From an optimization exercise on the open Yosys and OpenROAD flow, aimed at small area, a short achievable clock period and few clock cycles per item; shortcuts taken in it are not production practice. Where RTL was checked, it was by simulation tests only, not by an equivalence proof against the original.

==> trial 68: inputs <==
==> flow/design.v (excerpt) <==
module hsl_to_rgb_converter (
	input  logic clk,
	input  logic arst_n,
	input  logic hsl_valid,
	output logic hsl_stall,
	input  hsl_pkg::hsl_t hsl,
	output logic rgb_valid,
	input  logic rgb_stall,
	output hsl_pkg::rgb_t rgb
);
clock: 7.0 ns
lec_check: 0
cap_margin: 20
core_margin: 2
core_utilization: 40
setup_slack_margin: 2.0
slew_margin: 20
synth_hierarchical: 1
synth_minimum_keep_size: 0
run.sh (not shown) runs the stock make flow with config.mk's settings and CLKGATE_MAP_FILE= SYNTH_SCRIPT=/design/flow/synth_recipe.tcl, a recipe that flattens the netlist after the stock synthesis.
==> inputs of trial 6, as changes to trial 68 <==
Settings changed: SETUP_SLACK_MARGIN 2.0 to 3.0.
==> summary.txt <==
Status
  – Outcome: finished clean

Placement
  – Dpl ws: 1.85 ns
  – Dpl cell area: 17,700 um^2

Final layout
  – Sequential share of cell area: 27.5%
  – Design area: 19,200 um^2

Timing
  – Fin crit share: 64.5%
  – Final hold slack: 0.428 ns

Global routing
  – First-pass GRT wire length: 60,700 um

Critical path
  – R2R Path Start: P2[9]$_DFFE_PN_

Worst hold path
  – Beginning of the worst hold path: sec2[1]$_DFFE_PN_
# the run above: trial 6

==> summary.txt <==
Final layout
  – Design area: 18,300 um^2
  – Sequential share of cell area: 28.8%

Placement
  – Dpl ws: 1.57 ns
  – Dpl cell area: 17,500 um^2

Critical path
  – R2R Path Start: l2[1]$_DFFE_PN_

Worst hold path
  – Beginning of the worst hold path: sec1[2]$_DFFE_PN_

Timing
  – Final hold slack: 0.423 ns

Global routing
  – Global route hottest layer: met2

Synthesis
  – Average footprint of a synthesized cell: 12.1 um^2

Status
  – Outcome: finished clean
# the run above: trial 68

Function was not checked in any run of this note: the RTL went through the layout flow alone.

========
==> trial 78 <==
hsl_to_rgb_converter, a different RTL version from the one above (not shown whole).
export LEC_CHECK = 0
export CAP_MARGIN = 20
export CORE_MARGIN = 2
export CORE_UTILIZATION = 40
export SETUP_SLACK_MARGIN = 3.8
export SLEW_MARGIN = 20
export SYNTH_HIERARCHICAL = 1
export SYNTH_MINIMUM_KEEP_SIZE = 0
create_clock -name core_clock -period 7.0 [get_ports {clk}]
==> build 32 (differences from trial 78) <==
--- a/flow/design.v
+++ b/flow/design.v
@@ -73,34 +73,27 @@
 	input  hsl_pkg::hsl_t hsl,
 	output logic rgb_valid,
 	input  logic rgb_stall,
 	output hsl_pkg::rgb_t rgb
 );
-	logic v1, v2, v3, vo, vs;
-	logic adv, o_load;
-	assign adv    = !vs;
-	assign o_load = !vo || !rgb_stall;
+	logic v1, v2, v3, vo;
+	logic adv;
+	assign adv = !(vo && rgb_stall);
 	always_ff @(posedge clk or negedge arst_n) begin
 		if (!arst_n) begin
 			v1 <= 1'b0;
 			v2 <= 1'b0;
 			v3 <= 1'b0;
 			vo <= 1'b0;
-			vs <= 1'b0;
-		end else begin
-			if (adv) begin
-				v1 <= hsl_valid;
-				v2 <= v1;
-				v3 <= v2;
-			end
-			if (o_load) begin
-				vo <= vs || v3;
-			end
-			vs <= !o_load && (vs || v3);
+		end else if (adv) begin
+			v1 <= hsl_valid;
+			v2 <= v1;
+			v3 <= v2;
+			vo <= v3;
 		end
 	end
-	assign hsl_stall = vs;
+	assign hsl_stall = !adv;
 	assign rgb_valid = vo;
 	logic [8:0] s1, l1;
 	logic [7:0] L1;
 	logic [3:0] hb1;
 	logic [7:0] hl1;
@@ -3661,11 +3654,11 @@
 			r3[75] <= w1575;
 			r3[76] <= w1576;
 			sec3 <= sec2;
 		end
 	end
-	hsl_pkg::rgb_t y, ro, rs;
+	hsl_pkg::rgb_t y, ro;
 	always_comb begin
 		case (sec3)
 			3'd0:    y = {mx, md, mn};
 			3'd1:    y = {md, mx, mn};
 			3'd2:    y = {mn, mx, md};
@@ -3673,14 +3666,11 @@
 			3'd4:    y = {md, mn, mx};
 			default: y = {mx, mn, md};
 		endcase
 	end
 	always_ff @(posedge clk) begin
-		if (o_load) begin
-			ro <= vs ? rs : y;
-		end
 		if (adv) begin
-			rs <= y;
+			ro <= y;
 		end
 	end
 	assign rgb = ro;
 endmodule
--- a/flow/config.mk
+++ b/flow/config.mk
@@ -6,9 +6,9 @@
 export NUM_CORES = 4
 export LEC_CHECK = 0
 export CAP_MARGIN = 20
 export CORE_MARGIN = 2
 export CORE_UTILIZATION = 40
-export SETUP_SLACK_MARGIN = 3.8
+export SETUP_SLACK_MARGIN = 3.0
 export SLEW_MARGIN = 20
 export SYNTH_HIERARCHICAL = 1
 export SYNTH_MINIMUM_KEEP_SIZE = 0
==> notes <==
Of build 32 and trial 78, trial 78 has the higher first-iteration DRC count (gap about 20%, measured against trial 78).
In build 32 the hold slack is higher than in trial 78, by 4.3 ps.
Die area: trial 78 is larger than build 32 (3.2%).
In build 32 the worst setup slack is higher than in trial 78, by 110 ps.
Routed wire length: trial 78 is larger than build 32 (about 11%).
No run of this note included a check of the RTL's function; only the layout flow was run.

========
==> run a <==
hsl_to_rgb_converter, a different RTL version from the one above (not shown whole).
Settings: LEC_CHECK=0, ABC_AREA=1, CAP_MARGIN=20, CORE_MARGIN=2, CORE_UTILIZATION=40, CTS_BUF_LIST=sky130_fd_sc_hd__clkbuf_8, SETUP_SLACK_MARGIN=3.5, SLEW_MARGIN=20, SYNTH_HIERARCHICAL=1, SYNTH_MINIMUM_KEEP_SIZE=0; clock period 7.0 ns.
standard.sh (not shown) runs the stock make flow with config.mk's settings and CLKGATE_MAP_FILE= SYNTH_SCRIPT=/design/flow/synth_recipe.tcl, a recipe that flattens the netlist after the stock synthesis.
==> flow/flow/run.sh <==
#!/bin/bash
# Layout flow: the standard flow (standard.sh) unchanged, except that the
# port buffers that global placement inserts are buf_2 cells rather than the
# default choice. Its full output goes to standard.log in this folder.
cp standard.sh standard_sh.txt.log
export BUFFER_PORTS_ARGS="-buffer_cell sky130_fd_sc_hd__buf_2"
bash standard.sh > standard.log 2>&1
==> inputs of run b, as changes to run a <==
--- a/flow/design.v
+++ b/flow/design.v
@@ -3635,29 +3635,26 @@
 			r3[61] <= w1307;
 			r3[62] <= w1312;
 			r3[63] <= w1318;
 			r3[64] <= w1325;
 			r3[65] <= w1333;
 			sec3 <= sec2;
 		end
 	end
-	logic [23:0] ro;
-	logic [2:0]  so;
-	hsl_pkg::rgb_t y;
+	hsl_pkg::rgb_t y, ro;
+	always_comb begin
+		case (sec3)
+			3'd0:    y = {mx, md, mn};
+			3'd1:    y = {md, mx, mn};
+			3'd2:    y = {mn, mx, md};
+			3'd3:    y = {mn, md, mx};
+			3'd4:    y = {md, mn, mx};
+			default: y = {mx, mn, md};
+		endcase
+	end
 	always_ff @(posedge clk) begin
 		if (adv) begin
-			ro <= {mx, md, mn};
-			so <= sec3;
+			ro <= y;
 		end
 	end
-	always_comb begin
-		case (so)
-			3'd0:    y = {ro[23:16], ro[15:8], ro[7:0]};
-			3'd1:    y = {ro[15:8], ro[23:16], ro[7:0]};
-			3'd2:    y = {ro[7:0], ro[23:16], ro[15:8]};
-			3'd3:    y = {ro[7:0], ro[15:8], ro[23:16]};
-			3'd4:    y = {ro[15:8], ro[7:0], ro[23:16]};
-			default: y = {ro[23:16], ro[7:0], ro[15:8]};
-		endcase
-	end
-	assign rgb = y;
+	assign rgb = ro;
 endmodule
Settings changed: ABC_AREA 1 to default, CTS_BUF_LIST sky130_fd_sc_hd__clkbuf_8 to default, SETUP_SLACK_MARGIN 3.5 to 3.0.
==> inputs of run c, as changes to run a <==
--- a/flow/design.v
+++ b/flow/design.v
@@ -3635,29 +3635,26 @@
 			r3[61] <= w1307;
 			r3[62] <= w1312;
 			r3[63] <= w1318;
 			r3[64] <= w1325;
 			r3[65] <= w1333;
 			sec3 <= sec2;
 		end
 	end
-	logic [23:0] ro;
-	logic [2:0]  so;
-	hsl_pkg::rgb_t y;
+	hsl_pkg::rgb_t y, ro;
+	always_comb begin
+		case (sec3)
+			3'd0:    y = {mx, md, mn};
+			3'd1:    y = {md, mx, mn};
+			3'd2:    y = {mn, mx, md};
+			3'd3:    y = {mn, md, mx};
+			3'd4:    y = {md, mn, mx};
+			default: y = {mx, mn, md};
+		endcase
+	end
 	always_ff @(posedge clk) begin
 		if (adv) begin
-			ro <= {mx, md, mn};
-			so <= sec3;
+			ro <= y;
 		end
 	end
-	always_comb begin
-		case (so)
-			3'd0:    y = {ro[23:16], ro[15:8], ro[7:0]};
-			3'd1:    y = {ro[15:8], ro[23:16], ro[7:0]};
-			3'd2:    y = {ro[7:0], ro[23:16], ro[15:8]};
-			3'd3:    y = {ro[7:0], ro[15:8], ro[23:16]};
-			3'd4:    y = {ro[15:8], ro[7:0], ro[23:16]};
-			default: y = {ro[23:16], ro[7:0], ro[15:8]};
-		endcase
-	end
-	assign rgb = y;
+	assign rgb = ro;
 endmodule
Settings changed: CTS_BUF_LIST sky130_fd_sc_hd__clkbuf_8 to default, SETUP_SLACK_MARGIN 3.5 to 3.8.
==> qor summary <==
GR Layer Usage met2: run c 32.16%; run a 30.70%; run b 29.42%
Final Routed Wirelength: run c 42.68 mm; run a 39.02 mm; run b 40.36 mm
Clock network contribution to total cell area: run c 2.814%; run a 1.988%; run b 3.083%
Post-layout nets: run c 2204; run a 2083; run b 1950
Area used by multi-input combinational logic: run c 0.01116 mm^2; run a 0.01021 mm^2; run b 0.01103 mm^2
Die ar.: run c 0.04295 mm^2; run a 0.04289 mm^2; run b 0.04396 mm^2
Antenna violations before repair: run c 1; run a 0; run b 0
Arr. time, crit path: run c 3610 ps; run a 2030 ps; run b 4380 ps
Worst setup startpoint: run c L1[5]$_DFFE_PN_; run a rgb_stall; run b P2[1]$_DFFE_PN_
Synthesized-area fraction occupied by ao, oa, aoi and oai cells: run c 10.18%; run a 10.34%; run b 15.37%
Post-synth EDFFs: run c 176; run a 179; run b 176
Cts repair resizes: run c 106; run a 22; run b 8
Multi-input combinational area share: run c 54.90%; run a 55.18%; run b 57.93%
Depth of the worst register-to-register path: run c 14; run a 7; run b 14
Fraction of met1 tracks used by global routing: run c 25.26%; run a 23.39%; run b 25.49%
Final Cycle Share: run c 48.65%; run a 48.93%; run b 59.83%
Crit path buffers/inverters: run c 3; run a 3; run b 1
Outcome: run c timing/DRC/antenna clean; run a timing/DRC/antenna clean; run b timing/DRC/antenna clean
Worst hold path endpoint: run c sec2[2]$_DFFE_PN_; run a ro[20]$_DFFE_PN_; run b sec3[2]$_DFFE_PN_
Testbench counts of run a, summed over its fixed seeds: cycles 16,032, items 16,000.
Testbench counts of run b, summed over its fixed seeds: cycles 16,032, items 16,000.
Testbench counts of run c, summed over its fixed seeds: cycles 16,032, items 16,000.

-- afterwards: timing with drivers on the ports --
No port has a modelled driver above. Below, the same layouts with a new extraction and two added sets of constraints.
Step 1 (the two cells are an assumption about what drives the block):
set clk [get_ports {clk}]
set_driving_cell -lib_cell sky130_fd_sc_hd__clkbuf_16 $clk
set_driving_cell -lib_cell sky130_fd_sc_hd__buf_2 [delete_from_list [all_inputs] $clk]
Step 2 times the ports against the registers' clock, not the clock port: input delays grow and output delays shrink by t, the midpoint of the rising clock arrivals with the driver on.
Slacks: no drivers / after step 1 / after step 2; pairs: no drivers / after step 1.
| run | t (ns) | setup slack, ns | hold WS [ns] | worst setup path after step 2 |
|---|---|---|---|---|
| trial 68 | 0.499 | 2.161 / 2.161 / 2.161 | 0.423 / 0.423 / 0.423 | register to register |
| trial 6 | 0.504 | 2.485 / 2.485 / 2.485 | 0.428 / 0.428 / 0.428 | register to register |
| trial 78 | 0.627 | 2.916 / 2.916 / 2.916 | 0.417 / 0.417 / 0.417 | register to register |
| build 32 | 0.517 | 3.024 / 3.024 / 3.017 | 0.421 / 0.421 / 0.421 | input to register |
| run a | 0.536 | 3.575 / 3.549 / 3.549 | 0.421 / 0.421 / 0.421 | input to output |
| run b | 0.499 | 2.812 / 2.812 / 2.812 | 0.424 / 0.424 / 0.424 | register to register |
| run c | 0.493 | 3.595 / 3.595 / 3.595 | 0.430 / 0.430 / 0.430 | register to register |
After both steps setup and hold are still met in every run listed. For run a, which loses most, drivers alone change the setup slack by -0.026 ns; drivers and shift together by -0.026 ns.
